From an optimization exercise on the open Yosys and OpenROAD flow, aimed at small area, a short achievable clock period and few clock cycles per item; shortcuts taken in it are not production practice. In this exercise RTL edits were held to simulation tests only and were not proved equivalent to the original.

== rev 12 ==
==> flow/design.v (excerpt) <==
module contiguous_block_allocator (
  input  wire logic              clk_i,
  input  wire logic              rst_ni,
  input  wire logic              req_valid,
  output logic                   req_ready,
  input  wire logic [1:0]        req_type,
  input  wire logic [7:0]        req_handle,
  input  wire logic [19:0]       req_size_bytes,
  output logic                   rsp_valid,
  input  wire logic              rsp_ready,
  output logic [1:0]             rsp_status,
  output logic [7:0]             rsp_start_block,
  output logic [8:0]             rsp_current_usage,
  output logic [8:0]             rsp_peak_usage,
  input  wire logic              psel,
  input  wire logic              penable,
  input  wire logic              pwrite,
  input  wire logic [cba_pkg::PaddrW-1:0] paddr,
  input  wire logic [31:0]       pwdata,
  output logic [31:0]            prdata,
  output logic                   pready
);
  localparam int BsW = cba_pkg::BsW;
  logic [BsW-1:0] block_size_q, bs_eff;
  logic           bs_zero_q;
  assign pready = 1'b1;
  assign prdata = paddr[2] ? 32'd0 : {{(32-BsW){1'b0}}, block_size_q};
  assign bs_eff = {block_size_q[BsW-1:1], block_size_q[0] | bs_zero_q};
  always_ff @(posedge clk_i or negedge rst_ni) begin
    if (!rst_ni) begin
      block_size_q <= cba_pkg::BsReset;
      bs_zero_q    <= 1'b0;
    end else if (psel && penable && pwrite && !paddr[2]) begin
      block_size_q <= pwdata[BsW-1:0];
      bs_zero_q    <= (pwdata[BsW-1:0] == '0);
    end
  end
  logic        adv, f_valid, f_zero, f_big, h_valid, h_pop, n_valid;
  logic [9:0]  f_tag;
  logic [7:0]  f_q;
  logic [19:0] h_data, n_data;
  assign req_ready = adv;
  cba_front u_front (
    .clk_i   (clk_i),
    .rst_ni  (rst_ni),
    .adv_i   (adv),
    .bs_i    (bs_eff),
  ...
make LEC_CHECK=0 ABC_AREA=1 CAP_MARGIN=20 CORE_MARGIN=2 CORE_UTILIZATION=40 GPL_TIMING_DRIVEN=0 SETUP_SLACK_MARGIN=3.5 SLEW_MARGIN=20 finish   # period 10.0 ns
run.sh (not shown) runs the stock make flow with config.mk's settings and CLKGATE_MAP_FILE= SYNTH_SCRIPT=/design/flow/synth_recipe.tcl, a recipe that flattens the netlist after the stock synthesis.
Testbench counts of rev 12, summed over its fixed seeds: cycles 6,550, items 4,000.
### rev 12 -> rev 13
Settings: changing SETUP_SLACK_MARGIN from 3.5 to 3.0.
Placer's final routability congestion estimate came out exactly the same in rev 12 and rev 13. Summary of rev 13 over rev 12: count of final max-slew check failures comparable. The average wire per cell in the routed design reported for rev 13 is greater than that of rev 12 by 0.33%. Rev 13 vs. rev 12: area added between synthesis and finish fell by 2.0 points; fmax lower. From rev 13 to rev 12, flip-flop and latch count did not move at all. Final cell area excluding filler cells delta (rev 13 − rev 12): favourable.

Starting RTL as in the previous note.
Design contiguous_block_allocator, start of the top module:
module contiguous_block_allocator (
  input  wire logic              clk_i,
  input  wire logic              rst_ni,
  input  wire logic              req_valid,
  output logic                   req_ready,
  input  wire logic [1:0]        req_type,
  input  wire logic [7:0]        req_handle,
  input  wire logic [19:0]       req_size_bytes,
  output logic                   rsp_valid,
  input  wire logic              rsp_ready,
  output logic [1:0]             rsp_status,
  output logic [7:0]             rsp_start_block,
  output logic [8:0]             rsp_current_usage,
  output logic [8:0]             rsp_peak_usage,
  input  wire logic              psel,
  input  wire logic              penable,
  input  wire logic              pwrite,
  input  wire logic [cba_pkg::PaddrW-1:0] paddr,
  input  wire logic [31:0]       pwdata,
  output logic [31:0]            prdata,
  output logic                   pready
);
export LEC_CHECK = 0
export ABC_AREA = 1
export CAP_MARGIN = 20
export CORE_MARGIN = 2
export CORE_UTILIZATION = 40
export GPL_TIMING_DRIVEN = 0
export SETUP_SLACK_MARGIN = 4.0
export SLEW_MARGIN = 20
export SYNTH_HIERARCHICAL = 1
create_clock -name core_clock -period 10.0 [get_ports {clk_i}]
The starting point went through all stages and came out clean.
Testbench counts at the start, summed over its fixed seeds: cycles 6,550, items 4,000.
Next try:
- CORE_UTILIZATION: 40 -> 48
- SETUP_SLACK_MARGIN: 4.0 -> 3.5
- SYNTH_HIERARCHICAL: 1 -> unset
Result:
- sequential cell count goes down by 4
- core utilization goes up by 8.5 points
- hold slack is about the same
- clock skew is higher by 0.0082 ns
Next try:
- CORE_UTILIZATION: 48 -> 40
- SETUP_SLACK_MARGIN: 3.5 -> 4.5
Result: Flip-flop and latch count stays the same; core utilization is lower by 2.4 points; synthesized area does not change; global-route usage goes down by 4.5 points; register-to-register slack gets better by 0.69 ns; count of clock-buffer cells in the layout grows by 15; critical path depth rises by 11; maximum frequency went up by 12%; via count rises by about 5%; setup slack gets better by 0.69 ns.

## static timing again, ports no longer ideal
Ports are ideal in the flow. The routed layouts listed here were re-timed in OpenROAD. Step 1: set_driving_cell puts a clkbuf_16 on clk_i and a buf_2 on each other input, an assumption about the parent block. Step 2 times the ports against the registers' clock, not the clock port: input delays grow and output delays shrink by t, the midpoint of the rising clock arrivals with the driver on. Slacks: no drivers / after step 1 / after step 2; pairs: no drivers / after step 1.
run	shift t [ns]	setup slack, ns	latest minus earliest clock arrival (ns)
rev 12	0.885	3.374 / 3.374 / 3.374	0.050 / 0.050
rev 13	0.877	2.927 / 2.927 / 2.927	0.042 / 0.042
the first run of note 2	0.891	3.923 / 3.923 / 3.923	0.053 / 0.052
the second run of note 2	0.854	3.333 / 3.333 / 3.333	0.061 / 0.062
the third run of note 2	0.871	4.025 / 4.025 / 4.025	0.046 / 0.046
After both steps every run listed still meets setup and hold.
